From an optimization exercise on the open Yosys and OpenROAD flow, aimed at small area; shortcuts taken in it are not production practice. The RTL was checked by simulation tests, not by an equivalence proof against the original design. In every run shown here, the design's own scripts or RTL, not TritonCTS, make the clock network. The clock port is modelled as an ideal driver, which makes a skipped or thinned clock tree look cheaper than it is; a real chip needs a root buffer or a tree. Power is estimated from default activity; no workload was simulated.

===== flow/design.v =====
`default_nettype none
package game_geom_pkg;
	localparam int NUM_LANES = 4;
	typedef logic [9:0] pos_t;           
	typedef logic [NUM_LANES-1:0] lane_mask_t;
	localparam pos_t FALL_STEP = 10'd4;  
	localparam pos_t HIT_Y_MIN = 10'd400;
	localparam pos_t HIT_Y_MAX = 10'd440;
	typedef logic [7:0] count_t;
endpackage
`default_nettype wire
`default_nettype none
package song_pkg;
	typedef logic [7:0] key_t;
	localparam key_t KEY_START = 8'h2C;  
	localparam key_t KEY_STOP  = 8'h29;  
	localparam key_t KEY_LANE0 = 8'h07;  
	localparam key_t KEY_LANE1 = 8'h09;  
	localparam key_t KEY_LANE2 = 8'h0D;  
	localparam key_t KEY_LANE3 = 8'h0E;  
	typedef enum logic [1:0] {IDLE, PLAYING, DRAIN, DONE} game_state_t;
	localparam int SONG_LEN = 16;
	typedef logic [3:0] beat_idx_t;
	function automatic logic [3:0] beat_lanes(beat_idx_t idx);
		case (idx)
			4'd0:    beat_lanes = 4'b0001;
			4'd1:    beat_lanes = 4'b0010;
			4'd2:    beat_lanes = 4'b0100;
			4'd3:    beat_lanes = 4'b1000;
			4'd4:    beat_lanes = 4'b0000;  
			4'd5:    beat_lanes = 4'b0011;
			4'd6:    beat_lanes = 4'b0100;
			4'd7:    beat_lanes = 4'b1000;
			4'd8:    beat_lanes = 4'b0001;
			4'd9:    beat_lanes = 4'b0000;  
			4'd10:   beat_lanes = 4'b1100;
			4'd11:   beat_lanes = 4'b0010;
			4'd12:   beat_lanes = 4'b0001;
			4'd13:   beat_lanes = 4'b1001;
			4'd14:   beat_lanes = 4'b0100;
			default: beat_lanes = 4'b0010;
		endcase
	endfunction
endpackage
`default_nettype wire
`default_nettype none
module rhythm_game_top (
	input  wire        max10_clk1_50,
	input  wire        arst_n,
	input  wire        frame_tick,
	input  wire  [7:0] keycode,
	output logic [1:0] state,
	output logic [3:0] lane_hit,
	output logic [3:0] lane_miss,
	output logic [7:0] hit_count,
	output logic [7:0] miss_count,
	output logic [7:0] combo
);
	localparam logic [1:0] IDLE = 2'd0, PLAYING = 2'd1, DRAIN = 2'd2, DONE = 2'd3;
	logic [2:0] code, key_c;
	logic       key_chg;
	always_comb begin
		case (keycode)
			8'h2C:   code = 3'd1;
			8'h29:   code = 3'd2;
			8'h07:   code = 3'd4;
			8'h09:   code = 3'd5;
			8'h0D:   code = 3'd6;
			8'h0E:   code = 3'd7;
			default: code = 3'd0;
		endcase
	end
	always_ff @(posedge max10_clk1_50 or negedge arst_n) begin
		if (!arst_n) begin
			key_c   <= 3'd0;
			key_chg <= 1'b0;
		end else begin
			key_c   <= code;
			key_chg <= (code != key_c);
		end
	end
	logic       start, stop;
	logic [3:0] press;
	assign start = key_chg && (key_c == 3'd1);
	assign stop  = key_chg && (key_c == 3'd2);
	always_comb
		for (int l = 0; l < 4; l++)
			press[l] = key_chg && (key_c == 3'(4 + l));
	logic restart, clear, clear_q, beat, spawn, busy, go;
	logic [7:0] ticks;           
	logic [7:0] ticks_next;
	logic [3:0] q;               
	logic [3:0] r;               
	assign q  = ticks[7:4];
	assign r  = ticks[3:0];
	assign go = start && (state[1] == state[0]);    
	always_ff @(posedge max10_clk1_50 or negedge arst_n) begin
		if (!arst_n)
			state <= IDLE;
		else if (stop)
			state <= IDLE;
		else if (go)
			state <= PLAYING;
		else if (state == PLAYING && beat && q == 4'd0)    
			state <= DRAIN;
		else if (state == DRAIN && !busy && !spawn)
			state <= DONE;
	end
	always_ff @(posedge max10_clk1_50) begin
		restart <= go;
		clear   <= restart || stop || go;
		clear_q <= clear;
		beat    <= !restart && (state == PLAYING) && frame_tick && (r == 4'd15);
		spawn   <= !stop && (state == PLAYING) && beat;
	end
	logic       tick_en;
	logic [7:0] tcarry;
	assign tick_en = frame_tick && (state == PLAYING || state == DRAIN);
	always_comb begin
		tcarry[0] = 1'b1;
		for (int i = 1; i < 8; i++)
			tcarry[i] = tcarry[i-1] & ticks[i-1];
		for (int i = 0; i < 8; i++)
			ticks_next[i] = !restart && (ticks[i] ^ (tick_en & tcarry[i]));
	end
	always_ff @(posedge max10_clk1_50)
		ticks <= ticks_next;
	logic       z, cand_hi;
	logic [2:0] cslot;
	logic [1:0] vnew, cv;
	logic       inwin, fall;
	logic [7:0][1:0] v;
	logic [7:0] n0, n1;              
	logic [7:0][3:0] l0, l1;         
	logic [7:0] sel, psel, spawn_here, has0, has1, dq;
	logic [3:0] cand_alive, hit_v, miss_v, kill;
	logic       active, notes_clr;
	assign active    = state[0] ^ state[1];
	assign notes_clr = (state == IDLE);
	assign z     = (r == 4'd0);
	assign cand_hi = state[1];       
	assign cslot = q[2:0] + (z ? 3'd1 : 3'd2);
	assign vnew  = {ticks[0] | frame_tick, ~(ticks[0] ^ frame_tick)};
	always_comb begin
		cv = '0;
		for (int s = 0; s < 8; s++)
			cv = cv | ({2{psel[s]}} & v[s]);
	end
	always_comb begin
		case (r)
			4'd0:             inwin = (cv == 2'd3);
			4'd1, 4'd2, 4'd3: inwin = 1'b0;
			4'd4:             inwin = (cv == 2'd1);
			4'd5:             inwin = (cv != 2'd3);
			4'd15:            inwin = (cv != 2'd1);
			default:          inwin = 1'b1;
		endcase
		case (r)
			4'd0:    fall = (cv == 2'd3);
			4'd14:   fall = (cv == 2'd1);
			4'd15:   fall = (cv == 2'd2);
			default: fall = 1'b0;
		endcase
	end
	always_comb begin
		l0 = {4'b0100, 4'b0001, 4'b0000, cand_hi ? 4'b0010 : 4'b1000,
		      4'b0100, cand_hi ? 4'b0001 : 4'b0010, 4'b0001, cand_hi ? 4'b0010 : 4'b1000};
		l1 = {4'b0000, cand_hi ? 4'b1000 : 4'b0010, 4'b0000, 4'b0000,
		      4'b1000, 4'b0000, 4'b0000, 4'b0000};
		has0 = {1'b1, 1'b1, q[3], 1'b1, 1'b1, !q[3], 1'b1, 1'b1};    
		has1 = {1'b0, 1'b1, 1'b0, 1'b0, q[3], 1'b0, 1'b0, 1'b0};
		for (int s = 0; s < 8; s++) begin
			dq[s]         = (q[2:0] == 3'(s));
			spawn_here[s] = spawn && dq[s];
		end
		for (int s = 0; s < 8; s++)
			sel[s] = z ? dq[(s + 7) % 8] : dq[(s + 6) % 8];
		psel    = sel;
		psel[2] = cand_hi ? sel[5] : sel[2];
		psel[5] = 1'b0;
	end
	always_comb begin
		cand_alive = '0;
		for (int s = 0; s < 8; s++)
			cand_alive = cand_alive | ({4{psel[s] & n0[s]}} & l0[s]) | ({4{psel[s] & n1[s]}} & l1[s]);
		hit_v  = press & {4{inwin && active}} & cand_alive;
		miss_v = ~press & {4{frame_tick && fall && active}} & cand_alive;
		kill   = hit_v | miss_v;
	end
	for (genvar s = 0; s < 8; s++) begin : g_slot
		logic k0, k1;
		assign k0 = psel[s] && |(kill & l0[s]);
		assign k1 = psel[s] && |(kill & l1[s]);
		if (s == 3 || s == 6) begin : g_two
			logic [1:0] a;
			logic [1:0] vs;
			always_ff @(posedge max10_clk1_50) begin
				if (notes_clr)
					a <= '0;
				else if (spawn_here[s])
					a <= {has1[s], has0[s]};
				else
					a <= a & ~{k1, k0};
			end
			always_ff @(posedge max10_clk1_50)
				if (spawn_here[s])
					vs <= vnew;
			assign n0[s] = a[0];
			assign n1[s] = a[1];
			assign v[s]  = vs;
		end else if (s == 5) begin : g_none
			assign n0[s] = 1'b0;
			assign n1[s] = 1'b0;
			assign v[s]  = 2'd0;
		end else begin : g_one
			logic [1:0] vs;
			logic       load;
			if (s == 2) begin : g_shared
				assign load = (spawn_here[2] && has0[2]) || (spawn_here[5] && has0[5]);
			end else begin : g_own
				assign load = spawn_here[s] && has0[s];
			end
			always_ff @(posedge max10_clk1_50) begin
				if (notes_clr)
					vs <= '0;
				else if (load)
					vs <= vnew;
				else if (k0)
					vs <= '0;
			end
			assign n0[s] = (vs != 2'd0);
			assign n1[s] = 1'b0;
			assign v[s]  = vs;
		end
	end
	always_ff @(posedge max10_clk1_50 or negedge arst_n) begin
		if (!arst_n) begin
			lane_hit  <= '0;
			lane_miss <= '0;
		end else begin
			lane_hit  <= hit_v;
			lane_miss <= miss_v;
		end
	end
	assign busy = |{n0, n1};
	logic [4:0] hc, mc, cc;
	logic       any_hit, any_miss, two_miss;
	assign any_hit  = |lane_hit;
	assign any_miss = |lane_miss;
	assign two_miss = (lane_miss[0] & lane_miss[1]) | (lane_miss[0] & lane_miss[3]) | (lane_miss[2] & lane_miss[3]);
	always_ff @(posedge max10_clk1_50 or negedge arst_n) begin
		if (!arst_n) begin
			hc <= '0;
			mc <= '0;
			cc <= '0;
		end else if (clear && clear_q) begin    
			hc <= '0;
			mc <= '0;
			cc <= '0;
		end else begin
			hc <= hc + {4'd0, any_hit};
			mc <= mc + {3'd0, two_miss, any_miss & ~two_miss};
			cc <= any_miss ? 5'd0 : cc + {4'd0, any_hit};
		end
	end
	assign hit_count  = {3'd0, hc};
	assign miss_count = {3'd0, mc};
	assign combo      = {3'd0, cc};
endmodule
`default_nettype wire

===== flow/flow/run.sh =====
#!/bin/bash
# The standard layout (standard.sh) with three changes:
#  - synthesis leaves adders to ABC (no extract_fa) and maps the
#    combinational logic with several area-only ABC scripts (flow/abc_*.script),
#    keeping the smallest result; everything else in synthesis, the
#    registers included, is the standard flow's own synthesis script, unchanged
#  - port buffers use the smallest buffer cell
#  - the clock tree uses clkbuf_4 and no dummy loads, and is then replaced
#    (flow/clock_buffers.tcl, run as ORFS's POST_CTS_TCL hook) by two
#    clkbuf_16 fed by the clock port, one for each half of the registers
# The full make output goes to flow_make.log in this folder.
set -euo pipefail
here=$PWD
orig=$(grep -o 'SYNTH_SCRIPT=[^ ]*' standard.sh | head -1 | cut -d= -f2)
cat > flow_synth.tcl <<TCL
proc extract_fa {args} {
  puts "extract_fa skipped"
}
# Map the combinational logic with each of the area-oriented ABC scripts in
# flow/ and keep the smallest result (liberty area of the whole design); the
# registers are mapped before this step and are not touched by it.
proc abc {args} {
  set i [lsearch \$args -script]
  set lib [lindex \$args [expr {[lsearch \$args -liberty] + 1}]]
  set best_area 1e12
  set best ""
  yosys design -save pre_abc
  foreach sc [lsort [glob $here/flow/abc_*.script]] {
    yosys design -load pre_abc
    set a \$args
    lset a [expr {\$i + 1}] \$sc
    yosys abc {*}\$a
    yosys tee -q -o $here/abc_stat.txt stat -liberty \$lib
    set fh [open $here/abc_stat.txt r]
    set txt [read \$fh]
    close \$fh
    regexp {Chip area for module[^:]*:\s*([0-9.]+)} \$txt -> area
    puts "ABC script [file tail \$sc]: area \$area"
    if { \$area < \$best_area } {
      set best_area \$area
      set best \$sc
      yosys design -save best_abc
    }
  }
  yosys design -load best_abc
  puts "ABC script chosen: [file tail \$best] (area \$best_area)"
}
source $orig
TCL
sed "s#SYNTH_SCRIPT=[^ ]*#SYNTH_SCRIPT=$here/flow_synth.tcl#" standard.sh > flow_standard.sh
export SKIP_REPAIR_TIE_FANOUT=1
export BUFFER_PORTS_ARGS="-buffer_cell sky130_fd_sc_hd__buf_1"
export POST_CTS_TCL=$here/flow/clock_buffers.tcl
export KBUF_N=2
export KBUF_CELL=sky130_fd_sc_hd__clkbuf_16
export CTS_ARGS="-sink_clustering_enable -repair_clock_nets -dont_use_dummy_load -buf_list sky130_fd_sc_hd__clkbuf_4"
bash flow_standard.sh finish > flow_make.log 2>&1

===== flow/flow/abc_E.script =====
strash
dch
amap
topo

===== flow/flow/abc_I.script =====
strash
dc2
balance
rewrite -z
refactor -z
rewrite -z
&get -n
&dch -f
&nf -R 1000
&put
topo

===== flow/flow/abc_M.script =====
strash
dc2
dch -f
amap
topo

===== flow/flow/abc_P.script =====
strash
balance -l
 resub -K 6 -l
 rewrite -l
 resub -K 6 -N 2 -l
 refactor -l
 resub -K 8 -l
 balance -l
 resub -K 8 -N 2 -l
 rewrite -l
 resub -K 10 -l
 rewrite -z -l
 resub -K 10 -N 2 -l
 balance -l
 resub -K 12 -l
 refactor -z -l
 resub -K 12 -N 2 -l
 rewrite -z -l
 balance -l
dch -f
amap
topo

===== flow/flow/abc_Q.script =====
strash
balance -l
 resub -K 6 -l
 rewrite -l
 resub -K 6 -N 2 -l
 refactor -l
 resub -K 8 -l
 balance -l
 resub -K 8 -N 2 -l
 rewrite -l
 resub -K 10 -l
 rewrite -z -l
 resub -K 10 -N 2 -l
 balance -l
 resub -K 12 -l
 refactor -z -l
 resub -K 12 -N 2 -l
 rewrite -z -l
 balance -l
balance -l
 resub -K 6 -l
 rewrite -l
 resub -K 6 -N 2 -l
 refactor -l
 resub -K 8 -l
 balance -l
 resub -K 8 -N 2 -l
 rewrite -l
 resub -K 10 -l
 rewrite -z -l
 resub -K 10 -N 2 -l
 balance -l
 resub -K 12 -l
 refactor -z -l
 resub -K 12 -N 2 -l
 rewrite -z -l
 balance -l
&get -n
&dch -f
&nf -R 1000
&put
topo

===== flow/flow/abc_S.script =====
strash
balance -l
 resub -K 6 -l
 rewrite -l
 resub -K 6 -N 2 -l
 refactor -l
 resub -K 8 -l
 balance -l
 resub -K 8 -N 2 -l
 rewrite -l
 resub -K 10 -l
 rewrite -z -l
 resub -K 10 -N 2 -l
 balance -l
 resub -K 12 -l
 refactor -z -l
 resub -K 12 -N 2 -l
 rewrite -z -l
 balance -l
balance -l
 resub -K 6 -l
 rewrite -l
 resub -K 6 -N 2 -l
 refactor -l
 resub -K 8 -l
 balance -l
 resub -K 8 -N 2 -l
 rewrite -l
 resub -K 10 -l
 rewrite -z -l
 resub -K 10 -N 2 -l
 balance -l
 resub -K 12 -l
 refactor -z -l
 resub -K 12 -N 2 -l
 rewrite -z -l
 balance -l
dch -f
amap
topo

===== flow/flow/abc_U.script =====
strash
balance -l
 resub -K 6 -l
 rewrite -l
 resub -K 6 -N 2 -l
 refactor -l
 resub -K 8 -l
 balance -l
 resub -K 8 -N 2 -l
 rewrite -l
 resub -K 10 -l
 rewrite -z -l
 resub -K 10 -N 2 -l
 balance -l
 resub -K 12 -l
 refactor -z -l
 resub -K 12 -N 2 -l
 rewrite -z -l
 balance -l
dch -f
amap -m
topo

===== flow/flow/abc_V.script =====
strash
balance -l
 resub -K 6 -l
 rewrite -l
 resub -K 6 -N 2 -l
 refactor -l
 resub -K 8 -l
 balance -l
 resub -K 8 -N 2 -l
 rewrite -l
 resub -K 10 -l
 rewrite -z -l
 resub -K 10 -N 2 -l
 balance -l
 resub -K 12 -l
 refactor -z -l
 resub -K 12 -N 2 -l
 rewrite -z -l
 balance -l
&get -n
&dch -f
&nf -R 1000
&put
topo

===== flow/flow/abc_W.script =====
strash
balance -l
 resub -K 6 -l
 rewrite -l
 resub -K 6 -N 2 -l
 refactor -l
 resub -K 8 -l
 balance -l
 resub -K 8 -N 2 -l
 rewrite -l
 resub -K 10 -l
 rewrite -z -l
 resub -K 10 -N 2 -l
 balance -l
 resub -K 12 -l
 refactor -z -l
 resub -K 12 -N 2 -l
 rewrite -z -l
 balance -l
dch -f
amap -F 20 -A 20 -C 5000
topo

===== flow/flow/abc_X.script =====
strash
balance -l
 resub -K 6 -l
 rewrite -l
 resub -K 6 -N 2 -l
 refactor -l
 resub -K 8 -l
 balance -l
 resub -K 8 -N 2 -l
 rewrite -l
 resub -K 10 -l
 rewrite -z -l
 resub -K 10 -N 2 -l
 balance -l
 resub -K 12 -l
 refactor -z -l
 resub -K 12 -N 2 -l
 rewrite -z -l
 balance -l
ifraig
balance -l
 resub -K 6 -l
 rewrite -l
 resub -K 6 -N 2 -l
 refactor -l
 resub -K 8 -l
 balance -l
 resub -K 8 -N 2 -l
 rewrite -l
 resub -K 10 -l
 rewrite -z -l
 resub -K 10 -N 2 -l
 balance -l
 resub -K 12 -l
 refactor -z -l
 resub -K 12 -N 2 -l
 rewrite -z -l
 balance -l
dch -f
amap
topo

===== flow/flow/clock_buffers.tcl =====
set block [ord::get_db_block]
set db [ord::get_db]
set port_net [$block findNet max10_clk1_50]
set sinks {}
set bufs {}
proc walk { net } {
  upvar sinks sinks bufs bufs
  foreach it [$net getITerms] {
    if { [$it isOutputSignal] } { continue }
    set inst [$it getInst]
    set m [[$inst getMaster] getName]
    if { [string match "sky130_fd_sc_hd__clkbuf*" $m] || [string match "sky130_fd_sc_hd__clkinv*" $m] } {
      lappend bufs $inst
      foreach o [$inst getITerms] {
        if { [$o isOutputSignal] && [$o getNet] != "NULL" } { walk [$o getNet] }
      }
    } else {
      lappend sinks $it
    }
  }
}
walk $port_net
set dead {}
foreach inst $bufs {
  foreach o [$inst getITerms] {
    set n [$o getNet]
    if { [$o isOutputSignal] && $n != "NULL" } { $o disconnect; lappend dead $n }
  }
  odb::dbInst_destroy $inst
}
foreach n [lsort -unique $dead] { odb::dbNet_destroy $n }
# sink coordinates
set pts {}
foreach it $sinks {
  set bb [[$it getInst] getBBox]
  lappend pts [list [expr {([$bb xMin] + [$bb xMax]) / 2}] [expr {([$bb yMin] + [$bb yMax]) / 2}] $it]
}
set K $::env(KBUF_N)
# split: K=2 by x; K=4 by x then y; K=3 by x into thirds
proc split_by { pts idx n } {
  set s [lsort -integer -index $idx $pts]
  set out {}
  set len [llength $s]
  for {set i 0} {$i < $n} {incr i} {
    lappend out [lrange $s [expr {$i * $len / $n}] [expr {($i + 1) * $len / $n - 1}]]
  }
  return $out
}
if { $K == 4 } {
  set groups {}
  foreach g [split_by $pts 0 2] { foreach h [split_by $g 1 2] { lappend groups $h } }
} else {
  set groups [split_by $pts 0 $K]
}
set master [$db findMaster $::env(KBUF_CELL)]
set i 0
foreach g $groups {
  set buf [odb::dbInst_create $block $master clkbuf_leaf_$i]
  set leaf [odb::dbNet_create $block clknet_leaf_$i]
  $leaf setSigType CLOCK
  [$buf findITerm A] connect $port_net
  [$buf findITerm X] connect $leaf
  set xs 0; set ys 0
  foreach p $g { set xs [expr {$xs + [lindex $p 0]}]; set ys [expr {$ys + [lindex $p 1]}]; [lindex $p 2] disconnect; [lindex $p 2] connect $leaf }
  $buf setLocation [expr {$xs / [llength $g]}] [expr {$ys / [llength $g]}]
  $buf setPlacementStatus PLACED
  incr i
}
detailed_placement
estimate_parasitics -placement

===== flow/standard.sh =====
#!/bin/bash
# synth_recipe.tcl (not shown) runs the flow's synth.tcl, then flattens the netlist and writes it again
# the make line also repeats each setting of config.mk as NAME=value (left out here)
make -C /OpenROAD-flow-scripts/flow DESIGN_CONFIG=/design/flow/config.mk WORK_HOME=/design/flow/orfs CLKGATE_MAP_FILE= SYNTH_SCRIPT=/design/flow/synth_recipe.tcl "${@:-finish}"

===== flow/config.mk =====
export PLATFORM = sky130hd
export DESIGN_NAME = rhythm_game_top
export DESIGN_NICKNAME = rhythm_game_top
export VERILOG_FILES = /design/flow/design.v
export SDC_FILE = /design/flow/constraint.sdc
export NUM_CORES = 4
export LEC_CHECK = 0
export ABC_AREA = 1
export CAP_MARGIN = 0
export CORE_MARGIN = 2
export CORE_UTILIZATION = 60
export SLEW_MARGIN = 0

===== flow/constraint.sdc =====
create_clock -name core_clock -period 5.0 [get_ports {max10_clk1_50}]
set_input_delay 1.0000 -clock core_clock [delete_from_list [all_inputs] [get_ports {max10_clk1_50}]]
set_output_delay 1.0000 -clock core_clock [all_outputs]
set_load 0.01 [all_outputs]

==> flow_metrics.tcl, run 1 <==
set metrics [dict create \
    p_total_uw 898 \
    skew_ns 0.00988 \
    io_buffers 35 \
    worstHoldPathCells 0 \
    grt_max_degree 31 \
    drive_gt1_share_pct 1.96 \
    setup.worst_path.start_class "flop" \
    rrSetupSlack_ns 1.26 \
    hold_end "clear_q$_DFF_P_" \
    core_um2 4660 \
    setup.worst_path.class "flop to flop" \
    start_util_pct 61.0 \
    mostFrequentLayoutCell "nor2_1" \
    hold_viol_final 0 \
    cp_max_fo 9 \
    grt_use_met2_pct 44.8 \
    slowest_stage "nor3b_1" \
    die_w_um 72.8 \
    maxCapViolations 0 \
    ys_types 41 \
    die_area_um2 5310 \
    synthFlopType "dfrtp_1" \
    crit-reg2reg-launch "ticks[6]$_DFF_P_" \
    antenna_found_initial 0 \
    r2r_end "g_slot[4].genblk1.g_one.vs[0]$_SDFFE_PN0P_" \
    irDropWorstVdd_uv 251 \
    area_delta_synth_final_pct 7.13 \
    ys_warn_count 1 \
    slew_headroom_pct 39.6 \
    hold_start "clear$_DFF_P_" \
    async_flop_share_pct 48.3 \
    path_delay_family "compound AO/OA/AOI/OAI gates" \
    whs_ns 0.378 \
    synth_seq_cells 60 \
    fp.dieH_um 72.8 \
    cp.arrival_ns 3.78 \
    num_io_pins 45 \
    detail_route.wl_per_cell_um 15.2 \
    met3_usage_pct 3.59 \
    wl_um 6270 \
    row_count 25 \
    final_cell_mix "nor2_1 (47), nand2_1 (44), buf_1 (35), dfrtp_1 (29), dfxtp_1 (27)" \
    rsz0062_at_grt "no" \
    clk_latency_ns 0.17 \
    place_hpwl_um 4810 \
    grtUsageTotal_pct 24.5 \
    grt_pass1_wl_um 10200 \
    firstDrtPassIters 4 \
    power_density_nw_per_um2 295 \
    slowest_delay_ns 0.58 \
    fmax_mhz 267 \
    cts_sinks 60 \
    crit_buf_inv 0 \
    top_usage_layer "met2" \
    syn-num-nets 339 \
    drt-vias-per-instance 6.03 \
    gp_congestion 1.04 \
    status "no timing/DRC/antenna violations" \
    worst_path_most_repeated_cell "nor2_1" \
    layout_min_cycle_time_ns 3.74 \
    grt_use_met1_pct 30.9 \
    synth.avg_cell_area_um2 8.67 \
    grt_pass1_vias 2249 \
    syn_inst 328 \
    fin_tns_setup_ns 0 \
    nets 371 \
    p_leak_uw 0.00121 \
    detail-route-antenna-nets 0 \
    synth_enable_flop_cells 4 \
    drt-initial-drc-count 226 \
    path_clk_slew_ns 0.11 \
    route.detailed.drc 0 \
    ys_seq_area_share_pct 48.7 \
    worstMarginPinSlew_ns 0.902 \
    crit_required_ns 5.04 \
    drv_slew 0 \
    syn-cell-area_um2 2840 \
    reg2reg_depth 16 \
    period_share_pct 74.8 \
    num_vias 2484 \
    grt_overflow 0 \
    diodes 0 \
    min_path_type "flop to flop" \
    finalSetupViolations 0 \
    crit_chain "nor3b_1, nor2_1, a21oi_1, a22oi_1, nand4_1, a21oi_1, nor3_1, o32a_1, o21ai_0, a31oi_1, and3_1, nor2_1, o21ai_0, a22oi_1, a32oi_1, nor2_1" \
    critPathCaptureType "flop" \
]
## report_power, final
group	internal [µW]	switching [µW]
clock	74.5	119
combinational	69.6	119
sequential	498	17.3
## state kept, by name, indices dropped and copies added (netlist names)
signal / cells
g_slot.genblk1.g_one.vs: 10
clear_q: 1
lane_miss: 4
g_slot.g_two.a: 4
mc: 5
g_slot.g_two.vs: 4
spawn: 1
state: 2
beat: 1
key_chg: 1
hc: 5
key_c: 3
clear: 1
ticks: 8
cc: 5
restart: 1
lane_hit: 4
## kinds of logic (layout without fill, tap and decap cells)
family	after synthesis	after routing	share of synthesized area (%)
mux	2	2	1.19
other cells	1	1	0.132
simple gates	176	176	30.0
xor+xnor	7	7	2.16
flops	60	60	48.7
buf+inv	16	46	3.43
compound gates	66	66	14.3
## synthesized netlist by cell type (all sizes together), types with 2 or more instances
cell	number	area share (%)
a21oi	23	4.0
a22oi	9	2.4
a31oi	2	0.44
a32oi	6	1.8
and2	6	1.3
and3	8	1.8
and3b	4	1.2
buf	10	2.6
clkinv	6	0.79
dfrtp	29	26
dfxtp	27	19
edfxtp	4	4.2
nand2	44	5.8
nand2b	3	0.66
nand3	9	1.6
nand3b	3	0.79
nand4	3	0.66
nor2	47	6.2
nor2b	2	0.44
nor3	26	4.6
nor3b	4	1.1
nor4	7	1.5
o21ai	16	2.8
o21bai	2	0.53
or2	4	0.88
or3	3	0.66
or4	2	0.53
xnor2	5	1.5
xor2	2	0.62
## area by class of cell
cell class,instances,area [µm²]
Multi-Input combinational cell,252,1370
Buffer,2,50.0
Tap cell,54,67.6
Fill cell,401,1610
Inverter,6,22.5
Timing Repair Buffer,38,154
Sequential cell,60,1390
## through the flow
stage / setup slack [ns] / util (%) / cells / cell area [µm²]
5_1_grt: 0.914 / 65.4 / 412 / 3050
2_1_floorplan: 1.03 / - / 328 / 2840
3_5_place_dp: 1.38 / 64.3 / 410 / 3000
6_report: 1.26 / 65.4 / 412 / 3050
3_3_place_gp: 1.49 / 64.3 / 410 / 3000
## worst max-delay path by stage
| stage | startpoint | to | slack [ns] | cells past startpoint |
|---|---|---|---|---|
| after floorplan | ticks[0]$_DFF_P_ | g_slot[2].genblk1.g_one.vs[1]$_SDFFE_PN0P_ | 1.03 | 14 |
| after global placement | ticks[0]$_DFF_P_ | g_slot[4].genblk1.g_one.vs[0]$_SDFFE_PN0P_ | 1.49 | 14 |
| after detailed placement | ticks[6]$_DFF_P_ | g_slot[0].genblk1.g_one.vs[1]$_SDFFE_PN0P_ | 1.38 | 16 |
| after global routing | ticks[6]$_DFF_P_ | g_slot[4].genblk1.g_one.vs[1]$_SDFFE_PN0P_ | 0.91 | 16 |
| final | ticks[6]$_DFF_P_ | g_slot[4].genblk1.g_one.vs[0]$_SDFFE_PN0P_ | 1.26 | 16 |
## layer usage
metal  routed length, µm  part of all wire (%)  up-vias
met2                3140                    50       70
met4                  89                   1.4        0
met3                 261                   4.2       11
met1                2780                    44     1168
li1                    -                     -     1235
met5                   0                     0        -
==> run 2, diff against run 1 <==
--- a/flow/flow/run.sh
+++ b/flow/flow/run.sh
@@ -29,7 +29,10 @@
     yosys design -load pre_abc
     set a \$args
     lset a [expr {\$i + 1}] \$sc
-    yosys abc {*}\$a
+    if { [catch { yosys abc {*}\$a } err] } {
+      puts "ABC script [file tail \$sc] failed: \$err"
+      continue
+    }
     yosys tee -q -o $here/abc_stat.txt stat -liberty \$lib
     set fh [open $here/abc_stat.txt r]
     set txt [read \$fh]
@@ -49,6 +52,7 @@
 TCL
 sed "s#SYNTH_SCRIPT=[^ ]*#SYNTH_SCRIPT=$here/flow_synth.tcl#" standard.sh > flow_standard.sh
 export SKIP_REPAIR_TIE_FANOUT=1
+export SYNTH_INSBUF=0
 export BUFFER_PORTS_ARGS="-buffer_cell sky130_fd_sc_hd__buf_1"
 export POST_CTS_TCL=$here/flow/clock_buffers.tcl
 export KBUF_N=2
==> flow/flow/abc_A3.script (new file) <==
strash
balance -l
 resub -K 6 -l
 rewrite -l
 resub -K 6 -N 2 -l
 refactor -l
 resub -K 8 -l
 balance -l
 resub -K 8 -N 2 -l
 rewrite -l
 resub -K 10 -l
 rewrite -z -l
 resub -K 10 -N 2 -l
 balance -l
 resub -K 12 -l
 refactor -z -l
 resub -K 12 -N 2 -l
 rewrite -z -l
 balance -l
balance -l
 resub -K 6 -l
 rewrite -l
 resub -K 6 -N 2 -l
 refactor -l
 resub -K 8 -l
 balance -l
 resub -K 8 -N 2 -l
 rewrite -l
 resub -K 10 -l
 rewrite -z -l
 resub -K 10 -N 2 -l
 balance -l
 resub -K 12 -l
 refactor -z -l
 resub -K 12 -N 2 -l
 rewrite -z -l
 balance -l
dch -f
amap
topo
==> flow/flow/abc_DS0.script (new file) <==
strash
&get -n
&deepsyn -T 5 -S 0
&put
&get -n
&dch -f
&nf -R 1000
&put
topo
==> flow/flow/abc_DS1.script (new file) <==
strash
&get -n
&deepsyn -T 5 -S 1
&put
&get -n
&dch -f
&nf -R 1000
&put
topo
==> flow/flow/abc_DS2.script (new file) <==
strash
&get -n
&deepsyn -T 5 -S 2
&put
&get -n
&dch -f
&nf -R 1000
&put
topo
==> flow/flow/abc_DS3.script (new file) <==
strash
&get -n
&deepsyn -T 5 -S 3
&put
&get -n
&dch -f
&nf -R 1000
&put
topo
==> flow/flow/abc_V6.script (new file) <==
strash
balance -l
 resub -K 6 -l
 rewrite -l
 resub -K 6 -N 2 -l
 refactor -l
 resub -K 8 -l
 balance -l
 resub -K 8 -N 2 -l
 rewrite -l
 resub -K 10 -l
 rewrite -z -l
 resub -K 10 -N 2 -l
 balance -l
 resub -K 12 -l
 refactor -z -l
 resub -K 12 -N 2 -l
 rewrite -z -l
 balance -l
&get -n
&dch
&nf -R 1000
&put
topo
--- a/flow/config.mk
+++ b/flow/config.mk
@@ -9,4 +9,5 @@
 export CAP_MARGIN = 0
 export CORE_MARGIN = 2
 export CORE_UTILIZATION = 60
+export GPL_TIMING_DRIVEN = 0
 export SLEW_MARGIN = 0
==> flow_metrics.tcl, run 2 <==
set metrics [dict create \
    crit_buf_inv 1 \
    power_density_nw_per_um2 267 \
    grt_pass1_wl_um 9830 \
    setup.worst_path.class "flop to flop" \
    irDropWorstVdd_uv 217 \
    skew_ns 0.00753 \
    ys_warn_count 1 \
    synth_area_leaders "dfrtp_1 (27%), dfxtp_1 (20%), nor2_1 (5.9%)" \
    top_usage_layer "met2" \
    finalSetupViolations 0 \
    final_cell_mix "nor2_1 (43), buf_1 (34), dfrtp_1 (29), dfxtp_1 (27), a21oi_1 (26)" \
    drive_gt1_share_pct 0.893 \
    grt_max_degree 31 \
    worstHoldPathCells 0 \
    drv_slew 0 \
    synth_enable_flop_cells 4 \
    setup.worst_path.start_class "flop" \
    largest_reg_flops 10 \
    r2r_end "g_slot[0].genblk1.g_one.vs[1]$_SDFFE_PN0P_" \
    hold_viol_final 0 \
    crit-reg2reg-launch "ticks[0]$_DFF_P_" \
    start_util_pct 62.4 \
    crit_chain "nor4_1, nand2b_1, and2_0, nor3_1, a222oi_1, and3_1, nand2_1, o2111ai_1, o211ai_1, nor3_1, or2_0, nor2_1, clkinv_1, a21oi_1, a22oi_1, nor2_1" \
    grt_pass1_vias 2165 \
    syn-cell-area_um2 2720 \
    synth_common_cells "nor2_1 (43), dfrtp_1 (29), dfxtp_1 (27)" \
    layout.cells.non_filler 388 \
    cts_sinks 60 \
    period_share_pct 78.9 \
    firstDrtPassIters 4 \
    grt_use_met2_pct 41.2 \
    place_hpwl_um 4300 \
    synth.avg_cell_area_um2 9.08 \
    drt-initial-drc-count 168 \
    cp.arrival_ns 4.06 \
    nets 349 \
    route.detailed.drc 0 \
    placed_cells 386 \
    regMostFlops "g_slot.genblk1.g_one.vs" \
    layout_min_cycle_time_ns 3.95 \
    slowest_delay_ns 0.56 \
    antenna_found_initial 0 \
    num_io_pins 45 \
    cp_max_fo 10 \
    synthFlopType "dfrtp_1" \
    met3_usage_pct 3.09 \
    diodes 0 \
    detail_route.wl_per_cell_um 14.6 \
    rsz0062_at_grt "no" \
    die_area_um2 5080 \
    wl_um 5670 \
    slew_headroom_pct 37.5 \
    ys_seq_area_share_pct 51.0 \
    syn_inst 299 \
    crit_required_ns 5.11 \
    rrSetupSlack_ns 1.05 \
    syn-num-nets 310 \
    async_flop_share_pct 48.3 \
    grt_overflow 0 \
    synth.top_cell.area_share_pct 26.7 \
    slowest_stage "nor3_1" \
    row_count 24 \
    min_path_type "flop to flop" \
    yosysMostFrequentCell "nor2_1" \
    gp_congestion 0.926 \
    detail-route-antenna-nets 0 \
    hold_start "clear$_DFF_P_" \
    mostFrequentLayoutCell "nor2_1" \
    synth_seq_cells 60 \
    critPathCaptureType "flop" \
    status "no timing/DRC/antenna violations" \
    path_delay_family "simple AND/OR/NAND/NOR gates" \
    synth_top_cell_by_area "dfrtp_1" \
    fin_tns_setup_ns 0 \
    drt-vias-per-instance 6.02 \
    reg2reg_depth 16 \
    p_leak_uw 0.00111 \
    grtUsageTotal_pct 23.6 \
    io_buffers 35 \
    fmax_mhz 253 \
    grt_use_met1_pct 31.8 \
    largestRegisters "g_slot.genblk1.g_one.vs: 10 flops, ticks: 8 flops" \
    die_w_um 71.3 \
    fp.dieH_um 71.3 \
    clk_latency_ns 0.17 \
    num_vias 2336 \
    path_clk_slew_ns 0.11 \
    ys_types 41 \
    hold_end "clear_q$_DFF_P_" \
    worstMarginPinSlew_ns 0.934 \
    area_delta_synth_final_pct 9.12 \
    core_um2 4350 \
    maxCapViolations 0 \
]
-- run 2: cell types whose count changed after synthesis, moves of 3 or more --
| cell | before | now |
|---|---|---|
| a22oi_1 | 9 | 12 |
| or2_0 | 4 | 8 |
| and2_0 | 6 | 9 |
| a21oi_1 | 23 | 26 |
| nand3_1 | 9 | 4 |
| o21a_1 | 1 | 4 |
| xnor2_1 | 5 | 8 |
| buf_4 | 10 | 0 |
| nand2_1 | 44 | 24 |
| o21ai_0 | 16 | 9 |
| and3b_1 | 4 | 0 |
| nor2_1 | 47 | 43 |
| nand2b_1 | 3 | 9 |
| a32oi_1 | 6 | 0 |
-- run 2: through the flow --
step	setup slack (ns)	cell area [µm²]	hold WS (ns)	power (µW)	util, %
after floorplan	1.81	2720	0.345	580	-
after global placement	1.08	2910	0.354	608	66.9
after detailed placement	1.08	2910	0.381	611	66.9
after global routing	0.512	2960	0.406	824	68.1
final	1.05	2960	0.396	791	68.1
-- run 2: worst register-to-register path, stage by stage (launching register included) --
cell and delay [ns]:
dfxtp_1 0.41, nor4_1 0.48, nand2b_1 0.17, and2_0 0.20, nor3_1 0.56, a222oi_1 0.19, and3_1 0.29, nand2_1 0.10
o2111ai_1 0.12, o211ai_1 0.22, nor3_1 0.15, or2_0 0.28, nor2_1 0.21, clkinv_1 0.12, a21oi_1 0.19, a22oi_1 0.09
nor2_1 0.11
-- run 2: layout make-up --
| cell class | count | area, µm² |
|---|---|---|
| sequential | 60 | 1390 |
| tap | 52 | 65.1 |
| fill | 362 | 1390 |
| inverter | 5 | 18.8 |
| multi-input combinational | 234 | 1310 |
| timing repair buffer | 35 | 133 |
| buffer | 2 | 50.0 |
-- run 2: worst max-delay path by stage --
stage,from,end,slack (ns),cells past startpoint
after floorplan,ticks[0]$_DFF_P_,g_slot[0].genblk1.g_one.vs[1]$_SDFFE_PN0P_,1.81,15
after global placement,ticks[0]$_DFF_P_,g_slot[0].genblk1.g_one.vs[1]$_SDFFE_PN0P_,1.08,16
after detailed placement,ticks[0]$_DFF_P_,g_slot[2].genblk1.g_one.vs[0]$_SDFFE_PN0P_,1.08,15
after global routing,ticks[0]$_DFF_P_,g_slot[2].genblk1.g_one.vs[0]$_SDFFE_PN0P_,0.51,15
final,ticks[0]$_DFF_P_,g_slot[0].genblk1.g_one.vs[1]$_SDFFE_PN0P_,1.05,16
-- run 2: layer usage --
layer / wire [µm] / vias to the layer above
met4: 0 / 0
met5: 0 / -
li1: - / 1161
met3: 310 / 0
met2: 2830 / 64
met1: 2530 / 1111
-- run 2: logic make-up after synthesis --
group / Yosys count / synth area share [%]
XOR/XNOR: 9 / 2.90
AND/OR/NAND/NOR: 153 / 28.3
flip-flops: 60 / 51.0
other: 1 / 0.138
multiplexers: 1 / 0.369
AO/OA/AOI/OAI: 70 / 16.6
buffers and inverters: 5 / 0.691
-- run 2: report_power, final --
| group | internal, µW | leakage (µW) | switching [µW] |
|---|---|---|---|
| Sequential | 497 | 0.000658 | 15.7 |
| Combinational | 25.5 | 0.000428 | 62.9 |
| Clock | 74.3 | 0.0000246 | 115 |
| Total | 597 | 0.00111 | 194 |
==> run 3, diff against run 2 <==
--- a/flow/flow/run.sh
+++ b/flow/flow/run.sh
@@ -52,7 +52,6 @@
 TCL
 sed "s#SYNTH_SCRIPT=[^ ]*#SYNTH_SCRIPT=$here/flow_synth.tcl#" standard.sh > flow_standard.sh
 export SKIP_REPAIR_TIE_FANOUT=1
-export SYNTH_INSBUF=0
 export BUFFER_PORTS_ARGS="-buffer_cell sky130_fd_sc_hd__buf_1"
 export POST_CTS_TCL=$here/flow/clock_buffers.tcl
 export KBUF_N=2
--- a/flow/config.mk
+++ b/flow/config.mk
@@ -9,5 +9,4 @@
 export CAP_MARGIN = 0
 export CORE_MARGIN = 2
 export CORE_UTILIZATION = 60
-export GPL_TIMING_DRIVEN = 0
 export SLEW_MARGIN = 0
==> flow_metrics.tcl, run 3 <==
set metrics [dict create \
    synth_seq_cells 60 \
    fin_tns_setup_ns 0 \
    yosysMostFrequentCell "nor2_1" \
    synth_common_cells "nor2_1 (43), dfrtp_1 (29), dfxtp_1 (27)" \
    crit_chain "nor4_1, nand2b_1, and2_0, nor3_1, a222oi_1, and3_1, nand2_1, o2111ai_1, o211ai_1, nor3_1, or2_0, nor2_1, clkinv_1, a21oi_1, a22oi_1, nor2_1" \
    min_path_type "flop to flop" \
    grt_use_met1_pct 31.7 \
    regMostFlops "g_slot.genblk1.g_one.vs" \
    die_area_um2 5210 \
    final_cell_mix "nor2_1 (43), buf_1 (35), dfrtp_1 (29), dfxtp_1 (27), a21oi_1 (26)" \
    setup.worst_path.class "flop to flop" \
    layout_min_cycle_time_ns 3.83 \
    num_io_pins 45 \
    path_clk_slew_ns 0.11 \
    antenna_found_initial 0 \
    num_vias 2378 \
    reg2reg_depth 16 \
    detail_route.wl_per_cell_um 15.3 \
    syn-num-nets 320 \
    hold_viol_final 0 \
    slowest_delay_ns 0.53 \
    largestRegisters "g_slot.genblk1.g_one.vs: 10 flops, ticks: 8 flops" \
    fp.dieH_um 72.2 \
    route.detailed.drc 0 \
    crit_required_ns 5.12 \
    drt-initial-drc-count 225 \
    status "no timing/DRC/antenna violations" \
    hold_end "clear_q$_DFF_P_" \
    cp.arrival_ns 3.95 \
    row_count 24 \
    irDropWorstVdd_uv 274 \
    synthFlopType "dfrtp_1" \
    worstHoldPathCells 0 \
    synth_top_cell_by_area "dfrtp_1" \
    skew_ns 0.0125 \
    grt_overflow 0 \
    rrSetupSlack_ns 1.17 \
    setup.worst_path.start_class "flop" \
    seq_power_share_pct 64.4 \
    die_w_um 72.2 \
    place_hpwl_um 4490 \
    grtUsageTotal_pct 24.5 \
    syn-cell-area_um2 2790 \
    p_total_uw 794 \
    syn_inst 309 \
    detail-route-antenna-nets 0 \
    ys_types 42 \
    critPathCaptureType "flop" \
    met3_usage_pct 3.33 \
    netSwitchingFraction_pct 24.7 \
    slew_headroom_pct 37.3 \
    fin_area_um2 2970 \
    wl_um 5950 \
    placed_area_um2 2920 \
    synth_area_leaders "dfrtp_1 (26%), dfxtp_1 (19%), nor2_1 (5.8%)" \
    power_density_nw_per_um2 267 \
    p_comb_share_pct 11.4 \
    grt_max_degree 31 \
    firstDrtPassIters 4 \
    grt_use_met2_pct 42.7 \
    p_switching_uw 196 \
    synth.top_cell.area_share_pct 26.0 \
    start_util_pct 63.2 \
    p_leak_uw 0.00111 \
    grt_pass1_wl_um 10200 \
    p_int_uw 597 \
    cp_max_fo 10 \
    area_delta_synth_final_pct 6.41 \
    grt_pass1_vias 2295 \
    r2r_end "g_slot[4].genblk1.g_one.vs[1]$_SDFFE_PN0P_" \
    hold_start "clear$_DFF_P_" \
    top_usage_layer "met2" \
    clk_latency_ns 0.17 \
    setup_slack_ns 1.17 \
    period_share_pct 76.6 \
    whs_ns 0.398 \
    core_um2 4410 \
    synth_enable_flop_cells 4 \
    worstMarginPinSlew_ns 0.938 \
    rsz0062_at_grt "no" \
    ys_warn_count 1 \
    drt-vias-per-instance 6.11 \
    ys_seq_area_share_pct 49.7 \
    synth.avg_cell_area_um2 9.03 \
    cts_sinks 60 \
    diodes 0 \
    drv_slew 0 \
    finalSetupViolations 0 \
    crit-reg2reg-launch "ticks[0]$_DFF_P_" \
    mostFrequentLayoutCell "nor2_1" \
    nets 350 \
    async_flop_share_pct 48.3 \
    fmax_mhz 261 \
    io_buffers 35 \
    largest_reg_flops 10 \
    clock_power_share_pct 24.2 \
    fillerInstances 366 \
    maxCapViolations 0 \
    place_worst_setup_slack_ns 1.30 \
    gp_congestion 0.986 \
    slowest_stage "nor3_1" \
    drive_gt1_share_pct 0.890 \
]
[run 3: cell count changes after synthesis]
| cell | previous run | this run |
|---|---|---|
| buf_4 | 0 | 10 |
[run 3: worst max-delay path: cells and delay by family, from the launching register on]
family | cells | cell delay [ns]
flip-flops | 1 | 0.40
buffers and inverters | 1 | 0.12
AO/OA/AOI/OAI | 5 | 0.79
AND/OR/NAND/NOR | 10 | 2.47
[run 3: routing by layer]
| metal | wire length, µm | share of wire, % |
|---|---|---|
| met2 | 2830 | 48 |
| met4 | 162 | 2.7 |
| met3 | 281 | 4.7 |
| met1 | 2670 | 45 |
| met5 | 0 | 0 |
[run 3: cells by family after synthesis]
logic type / Yosys count / share of synthesized area (%)
XOR/XNOR: 9 / 2.82
AO/OA/AOI/OAI: 70 / 16.1
AND/OR/NAND/NOR: 153 / 27.5
multiplexers: 1 / 0.359
buffers and inverters: 15 / 3.36
flip-flops: 60 / 49.7
other: 1 / 0.134
[run 3: layout make-up]
class	instances	area [µm²]	share of cell area, %
buffer	2	50.0	1.68
multi-input combinational	234	1310	44.1
tap	52	65.1	2.19
inverter	5	18.8	0.632
sequential	60	1390	46.7
timing repair buffer	36	139	4.68
[run 3: how the worst max path moves through the flow]
| stage | from | endpoint | slack (ns) |
|---|---|---|---|
| after floorplan | ticks[0]$_DFF_P_ | g_slot[0].genblk1.g_one.vs[1]$_SDFFE_PN0P_ | 1.81 |
| after global placement | ticks[0]$_DFF_P_ | g_slot[4].genblk1.g_one.vs[1]$_SDFFE_PN0P_ | 1.35 |
| after detailed placement | ticks[0]$_DFF_P_ | g_slot[0].genblk1.g_one.vs[1]$_SDFFE_PN0P_ | 1.30 |
| after global routing | ticks[0]$_DFF_P_ | g_slot[0].genblk1.g_one.vs[0]$_SDFFE_PN0P_ | 0.73 |
| final | ticks[0]$_DFF_P_ | g_slot[4].genblk1.g_one.vs[1]$_SDFFE_PN0P_ | 1.17 |
[run 3: stage by stage]
stage,cells,utilization [%]
6_report,389,67.3
5_1_grt,389,67.3
3_5_place_dp,387,66.2
3_3_place_gp,387,66.2
2_1_floorplan,309,-
[run 3: power by group through the flow]
| stage | Sequential, µW | Clock [µW] | Combinational [µW] |
|---|---|---|---|
| global placement | 521 | 0 | 85.8 |
| detailed placement | 521 | 0 | 87.0 |
| finish | 511 | 192 | 90.2 |
| global route | 513 | 210 | 98.3 |
| floorplan | 519 | 0 | 66.3 |
==> run 4, diff against run 3 <==
--- a/flow/flow/run.sh
+++ b/flow/flow/run.sh
@@ -52,6 +52,7 @@
 TCL
 sed "s#SYNTH_SCRIPT=[^ ]*#SYNTH_SCRIPT=$here/flow_synth.tcl#" standard.sh > flow_standard.sh
 export SKIP_REPAIR_TIE_FANOUT=1
+export SYNTH_INSBUF=0
 export BUFFER_PORTS_ARGS="-buffer_cell sky130_fd_sc_hd__buf_1"
 export POST_CTS_TCL=$here/flow/clock_buffers.tcl
 export KBUF_N=2
==> flow/flow/abc_DA0.script (new file) <==
strash
&get -n
&deepsyn -T 5 -S 0
&put
dch -f
amap
topo
==> flow/flow/abc_DA1.script (new file) <==
strash
&get -n
&deepsyn -T 5 -S 1
&put
dch -f
amap
topo
==> flow/flow/abc_DA5.script (new file) <==
strash
&get -n
&deepsyn -T 5 -S 5
&put
dch -f
amap
topo
==> flow/flow/abc_DC0.script (new file) <==
strash
&get -n
&deepsyn -T 5 -S 0
&put
balance -l
 resub -K 6 -l
 rewrite -l
 resub -K 6 -N 2 -l
 refactor -l
 resub -K 8 -l
 balance -l
 resub -K 8 -N 2 -l
 rewrite -l
 resub -K 10 -l
 rewrite -z -l
 resub -K 10 -N 2 -l
 balance -l
 resub -K 12 -l
 refactor -z -l
 resub -K 12 -N 2 -l
 rewrite -z -l
 balance -l
dch -f
amap
topo
==> flow/flow/abc_DC1.script (new file) <==
strash
&get -n
&deepsyn -T 5 -S 1
&put
balance -l
 resub -K 6 -l
 rewrite -l
 resub -K 6 -N 2 -l
 refactor -l
 resub -K 8 -l
 balance -l
 resub -K 8 -N 2 -l
 rewrite -l
 resub -K 10 -l
 rewrite -z -l
 resub -K 10 -N 2 -l
 balance -l
 resub -K 12 -l
 refactor -z -l
 resub -K 12 -N 2 -l
 rewrite -z -l
 balance -l
dch -f
amap
topo
--- a/flow/config.mk
+++ b/flow/config.mk
@@ -9,4 +9,5 @@
 export CAP_MARGIN = 0
 export CORE_MARGIN = 2
 export CORE_UTILIZATION = 60
+export GPL_TIMING_DRIVEN = 0
 export SLEW_MARGIN = 0
==> flow_metrics.tcl, run 4 <==
set metrics [dict create \
    placed_cells 403 \
    irDropWorstVdd_uv 284 \
    synth_top_cell_by_area "dfrtp_1" \
    yosysMostFrequentCell "nor2_1" \
    whs_ns 0.364 \
    regArea_um2 1390 \
    firstDrtPassIters 4 \
    final_cell_mix "nor2_1 (64), clkinv_1 (38), buf_1 (34), nor3_1 (29), dfrtp_1 (29)" \
    cts_sinks 60 \
    setup.worst_path.class "flop to flop" \
    largest_reg_flops 10 \
    antenna_found_initial 0 \
    detail-route-antenna-nets 0 \
    synth.avg_cell_area_um2 8.53 \
    status "no timing/DRC/antenna violations" \
    rrSetupSlack_ns 0.33 \
    syn-num-nets 327 \
    fin_tns_setup_ns 0 \
    num_io_pins 45 \
    mostFrequentLayoutCell "nor2_1" \
    largestRegisters "g_slot.genblk1.g_one.vs: 10 flops, ticks: 8 flops" \
    hold_viol_final 0 \
    ys_warn_count 1 \
    gp_congestion 0.922 \
    row_count 24 \
    reg2reg_depth 17 \
    ys_seq_area_share_pct 51.4 \
    m1WireLength_um 2910 \
    layout_min_cycle_time_ns 4.67 \
    drive_gt1_share_pct 1.13 \
    cp_max_fo 8 \
    layout.cells.non_filler 405 \
    diodes 0 \
    area_delta_synth_final_pct 9.47 \
    wl_um 6200 \
    crit-reg2reg-launch "ticks[4]$_DFF_P_" \
    grt_pass1_vias 2194 \
    fp.dieH_um 71.0 \
    cp.arrival_ns 4.76 \
    start_util_pct 61.9 \
    synth_enable_flop_cells 4 \
    min_path_type "flop to flop" \
    drv_slew 0 \
    fmax_mhz 214 \
    multi_input_area_um2 1170 \
    nets 366 \
    r2r_end "g_slot[0].genblk1.g_one.vs[1]$_SDFFE_PN0P_" \
    num_vias 2437 \
    detail_route.wl_per_cell_um 15.3 \
    drt-initial-drc-count 155 \
    core_um2 4350 \
    hold_start "clear$_DFF_P_" \
    syn-cell-area_um2 2700 \
    ys_types 38 \
    routed.top_layer "met4" \
    synth_area_leaders "dfrtp_1 (27%), dfxtp_1 (20%), nor2_1 (8.9%)" \
    grt_max_degree 31 \
    worstHoldPathCells 0 \
    critPathCaptureType "flop" \
    met2_length_um 2760 \
    power_density_nw_per_um2 282 \
    synth.top_cell.area_share_pct 26.9 \
    route.detailed.drc 0 \
    syn_inst 316 \
    synth_common_cells "nor2_1 (64), clkinv_1 (38), dfrtp_1 (29), nor3_1 (29), dfxtp_1 (27)" \
    grtUsageTotal_pct 25.2 \
    setup.worst_path.start_class "flop" \
    async_flop_share_pct 48.3 \
    slew_headroom_pct 29.5 \
    drt-vias-per-instance 6.02 \
    finalSetupViolations 0 \
    p_leak_uw 0.00108 \
    io_buffers 35 \
    path_clk_slew_ns 0.11 \
    dr_wl_met3_um 449 \
    grt_overflow 0 \
    crit_required_ns 5.09 \
    rsz0062_at_grt "no" \
    die_area_um2 5050 \
    place_hpwl_um 4760 \
    skew_ns 0.0120 \
    synth_seq_cells 60 \
    synthFlopType "dfrtp_1" \
    die_w_um 71.0 \
    clk_latency_ns 0.17 \
    worstMarginPinSlew_ns 1.03 \
    hold_end "clear_q$_DFF_P_" \
    fillerInstances 400 \
    grt_pass1_wl_um 10100 \
    period_share_pct 93.4 \
    regMostFlops "g_slot.genblk1.g_one.vs" \
    maxCapViolations 0 \
]
[run 4: cell count changes after synthesis, moves of 10 or more]
cell / change
clkinv_1: +33
nor2_1: +21
a21oi_1: -18
o22ai_1: +13
buf_4: -10
[run 4: layout make-up]
| class | count | area share, % |
|---|---|---|
| timing repair buffer | 35 | 4.49 |
| inverter | 38 | 4.83 |
| buffer | 2 | 1.70 |
| sequential | 60 | 47.0 |
| tap | 52 | 2.20 |
| multi-input combinational | 218 | 39.8 |
[run 4: critical path, cell delays in order, from the launching register on]
cell,delay (ns)
dfxtp_1,0.44
clkinv_1,0.24
nor2_1,0.27
o22ai_1,0.15
o21ai_0,0.13
nor4_1,0.08
a31oi_1,0.27
nor2_1,0.09
a2111oi_1,0.76
clkinv_1,0.27
nor3_1,0.19
a21oi_1,0.07
o31ai_2,0.46
nor3_1,0.17
or2_0,0.28
nor3_1,0.39
o211ai_1,0.17
o22ai_1,0.15
[run 4: report_power, final]
| part | switching [µW] | internal (µW) | total (µW) |
|---|---|---|---|
| logic | 77.7 | 32.6 | 110 |
| clock network | 119 | 74.5 | 193 |
| registers | 21.3 | 507 | 528 |
| total | 218 | 614 | 832 |
[run 4: logic make-up after synthesis]
kind of cell / after synthesis / share of synthesized area (%)
DFF: 60 / 51.4
and+or+nand+nor: 151 / 25.6
AOI/OAI and AO/OA: 66 / 17.6
buffers and inverters: 38 / 5.29
other: 1 / 0.139
[run 4: worst max-delay path by stage]
| stage | end | startpoint | slack (ns) | cells past startpoint |
|---|---|---|---|---|
| after floorplan | g_slot[4].genblk1.g_one.vs[0]$_SDFFE_PN0P_ | ticks[3]$_DFF_P_ | 1.31 | 18 |
| after global placement | g_slot[4].genblk1.g_one.vs[1]$_SDFFE_PN0P_ | ticks[4]$_DFF_P_ | 0.13 | 17 |
| after detailed placement | g_slot[0].genblk1.g_one.vs[1]$_SDFFE_PN0P_ | ticks[4]$_DFF_P_ | 0.04 | 17 |
| after global routing | g_slot[0].genblk1.g_one.vs[1]$_SDFFE_PN0P_ | ticks[4]$_DFF_P_ | 0.04 | 17 |
| final | g_slot[0].genblk1.g_one.vs[1]$_SDFFE_PN0P_ | ticks[4]$_DFF_P_ | 0.33 | 17 |
[run 4: routing by layer]
metal	up-vias	track usage [%]
met5	-	0
li1	1223	-
met3	10	4.84
met4	0	6.08
met2	81	39.4
met1	1123	36.7
[run 4: metrics by stage]
stage | power, µW | setup slack [ns] | utilization [%] | cell area [µm²]
finish | 832 | 0.332 | 67.8 | 2950
global route | 863 | 0.0361 | 67.8 | 2950
detailed placement | 645 | 0.0436 | 66.5 | 2890
global placement | 640 | 0.135 | 66.4 | 2890
floorplan | 610 | 1.31 | - | 2700
==> run 5, diff against run 4 <==
--- a/flow/flow/run.sh
+++ b/flow/flow/run.sh
@@ -52,7 +52,6 @@
 TCL
 sed "s#SYNTH_SCRIPT=[^ ]*#SYNTH_SCRIPT=$here/flow_synth.tcl#" standard.sh > flow_standard.sh
 export SKIP_REPAIR_TIE_FANOUT=1
-export SYNTH_INSBUF=0
 export BUFFER_PORTS_ARGS="-buffer_cell sky130_fd_sc_hd__buf_1"
 export POST_CTS_TCL=$here/flow/clock_buffers.tcl
 export KBUF_N=2
--- a/flow/config.mk
+++ b/flow/config.mk
@@ -9,5 +9,4 @@
 export CAP_MARGIN = 0
 export CORE_MARGIN = 2
 export CORE_UTILIZATION = 60
-export GPL_TIMING_DRIVEN = 0
 export SLEW_MARGIN = 0
==> flow_metrics.tcl, run 5 <==
set metrics [dict create \
    worstMarginPinSlew_ns 0.934 \
    crit_required_ns 5.10 \
    synthXorXnorAreaFrac_pct 0 \
    synth_seq_cells 60 \
    ys_seq_area_share_pct 50.0 \
    skew_ns 0.00258 \
    grtUsageTotal_pct 25.1 \
    hold_end "clear_q$_DFF_P_" \
    slew_headroom_pct 36.1 \
    syn_inst 326 \
    synth.avg_cell_area_um2 8.50 \
    period_share_pct 81.8 \
    muxShareOfSynthArea_pct 0 \
    synth_top_cell_by_area "dfrtp_1" \
    synth.top_cell.area_share_pct 26.2 \
    rrSetupSlack_ns 0.91 \
    rsz0062_at_grt "no" \
    gp_congestion 0.994 \
    drt-vias-per-instance 6.01 \
    drv_slew 0 \
    layout_min_cycle_time_ns 4.09 \
    drt-initial-drc-count 181 \
    die_w_um 72.0 \
    hold_start "clear$_DFF_P_" \
    syn-cell-area_um2 2770 \
    cp_max_fo 8 \
    num_io_pins 45 \
    ys_warn_count 1 \
    wl_um 6070 \
    synth_fa_ha_area_share_pct 0 \
    synth_common_cells "nor2_1 (64), clkinv_1 (38), dfrtp_1 (29), nor3_1 (29), dfxtp_1 (27)" \
    die_area_um2 5180 \
    synth_area_leaders "dfrtp_1 (26%), dfxtp_1 (20%), nor2_1 (8.7%)" \
    synth_enable_flop_cells 4 \
    start_util_pct 62.8 \
    reg2reg_depth 18 \
    maxCapViolations 0 \
    critPathCaptureType "flop" \
    setup.worst_path.class "flop to flop" \
    hold_viol_final 0 \
    async_flop_share_pct 48.3 \
    place_worst_setup_slack_ns 0.996 \
    fp.dieH_um 72.0 \
    worstHoldPathCells 0 \
    whs_ns 0.382 \
    cts_sinks 60 \
    final_cell_mix "nor2_1 (64), clkinv_1 (38), buf_1 (35), nor3_1 (29), dfrtp_1 (29)" \
    multi_input_area_um2 1170 \
    fillerInstances 400 \
    min_path_type "flop to flop" \
    power_density_nw_per_um2 278 \
    grt_overflow 0 \
    setup_slack_ns 0.908 \
    clk_latency_ns 0.17 \
    synth_compound_area_share_pct 17.1 \
    largest_reg_flops 10 \
    cp.arrival_ns 4.19 \
    synthSimpleGateAreaFrac_pct 24.9 \
    io_buffers 35 \
    p_leak_uw 0.00110 \
    place_hpwl_um 4770 \
    detail-route-antenna-nets 0 \
    detail_route.wl_per_cell_um 14.8 \
    finalSetupViolations 0 \
    grt_pass1_vias 2220 \
    core_um2 4410 \
    ys_types 39 \
    grt_pass1_wl_um 10200 \
    route.detailed.drc 0 \
    regArea_um2 1390 \
    setup.worst_path.start_class "flop" \
    grt_max_degree 31 \
    regMostFlops "g_slot.genblk1.g_one.vs" \
    syn-num-nets 337 \
    yosysMostFrequentCell "nor2_1" \
    diodes 0 \
    path_clk_slew_ns 0.11 \
    drive_gt1_share_pct 1.96 \
    fin_tns_setup_ns 0 \
    irDropWorstVdd_uv 208 \
    antenna_found_initial 0 \
    row_count 24 \
    mostFrequentLayoutCell "nor2_1" \
    synth_top_family_by_area "simple AND/OR/NAND/NOR gates" \
    crit-reg2reg-launch "ticks[4]$_DFF_P_" \
    final_util_pct 67.5 \
    r2r_end "g_slot[0].genblk1.g_one.vs[1]$_SDFFE_PN0P_" \
    firstDrtPassIters 5 \
    fmax_mhz 244 \
    status "no timing/DRC/antenna violations" \
    nets 371 \
    synthFlopType "dfrtp_1" \
    num_vias 2465 \
    largestRegisters "g_slot.genblk1.g_one.vs: 10 flops, ticks: 8 flops" \
    p_total_uw 827 \
    area_delta_synth_final_pct 7.54 \
]
-- run 5: changes by cell type after synthesis --
cell   previous run  this run
buf_4             0        10
-- run 5: logic make-up (layout without fill, tap and decap cells) --
kind of cell	count (synthesis)	after routing
buffers and inverters	48	80
AOI/OAI and AO/OA	66	66
and+or+nand+nor	151	151
other	1	1
DFF	60	60
-- run 5: cell type report --
cell class | count | area share (%)
repair buffers | 40 | 5.67
flip-flops and latches | 60 | 46.5
well taps | 52 | 2.18
plain buffers | 2 | 1.68
inverters | 38 | 4.79
multi-input cells | 218 | 39.2
-- run 5: metal layers --
metal | part of all wire [%] | track usage [%]
met5 | 0 | 0
met4 | 2.1 | 6.92
met3 | 7.8 | 6.11
met2 | 42 | 37.1
met1 | 49 | 37.0
-- run 5: worst max path at each step --
| stage | startpoint | end | cells after the start |
|---|---|---|---|
| 2_1_floorplan | ticks[3]$_DFF_P_ | g_slot[4].genblk1.g_one.vs[0]$_SDFFE_PN0P_ | 18 |
| 3_3_place_gp | ticks[4]$_DFF_P_ | g_slot[0].genblk1.g_one.vs[0]$_SDFFE_PN0P_ | 18 |
| 3_5_place_dp | ticks[4]$_DFF_P_ | g_slot[0].genblk1.g_one.vs[1]$_SDFFE_PN0P_ | 18 |
| 5_1_grt | ticks[4]$_DFF_P_ | g_slot[0].genblk1.g_one.vs[1]$_SDFFE_PN0P_ | 18 |
| 6_report | ticks[4]$_DFF_P_ | g_slot[0].genblk1.g_one.vs[1]$_SDFFE_PN0P_ | 18 |
-- run 5: worst max-delay path, cell delays in order, from the launching register on --
cell and delay, ns:
dfxtp_1 0.43, clkinv_1 0.23, nor2_1 0.26, o22ai_1 0.14, o21ai_0 0.12, nor4_1 0.07, a31oi_1 0.25, nor2_1 0.09
a2111oi_0 0.40, buf_4 0.20, clkinv_1 0.08, a222oi_1 0.33, nor2_1 0.08, o21ai_0 0.33, nor2_1 0.15, or2_0 0.26
nor3_1 0.30, o211ai_1 0.16, o22ai_1 0.14
-- run 5: power breakdown --
| part | total, µW | leakage (µW) | switching [µW] | internal [µW] |
|---|---|---|---|---|
| clock | 191 | 0.0000246 | 117 | 74.4 |
| sequential | 527 | 0.000659 | 20.1 | 507 |
| combinational | 109 | 0.000418 | 74.9 | 34.1 |
-- run 5: metrics by stage --
step	std cells	instance area (µm²)
floorplan	326	2770
global placement	408	2930
detailed placement	408	2930
global route	410	2980
finish	410	2980

## separate check: timing with driven ports
No port has a modelled driver above. Below, the same layouts with a new extraction and two added sets of constraints. Step 1 assumes that a clkbuf_16 drives the clock port and a buf_2 every other input. Step 2 moves the port delays by t, midway between the first and last clock arrival at a register: inputs arrive t later, outputs are due t later. That takes back most of the time a late clock gives input paths. a / b / c = no drivers / after step 1 / after step 2; a / b = the first two.
| run | t (ns) | setup slack, ns | worst hold slack (ns) | worst slew at a driven data input, ns | pins driven straight from the clock port |
|---|---|---|---|---|---|
| run 1 | 0.217 | 1.259 / 1.259 / 1.259 | 0.378 / 0.378 / 0.378 | 0.03 | 2 |
| run 2 | 0.209 | 1.054 / 1.054 / 1.054 | 0.396 / 0.396 / 0.396 | 0.03 | 2 |
| run 3 | 0.217 | 1.170 / 1.170 / 1.170 | 0.398 / 0.398 / 0.398 | 0.03 | 2 |
| run 4 | 0.212 | 0.332 / 0.332 / 0.332 | 0.364 / 0.364 / 0.364 | 0.03 | 2 |
| run 5 | 0.215 | 0.908 / 0.908 / 0.908 | 0.382 / 0.382 / 0.382 | 0.03 | 2 |
After both steps every run listed still meets setup and hold.
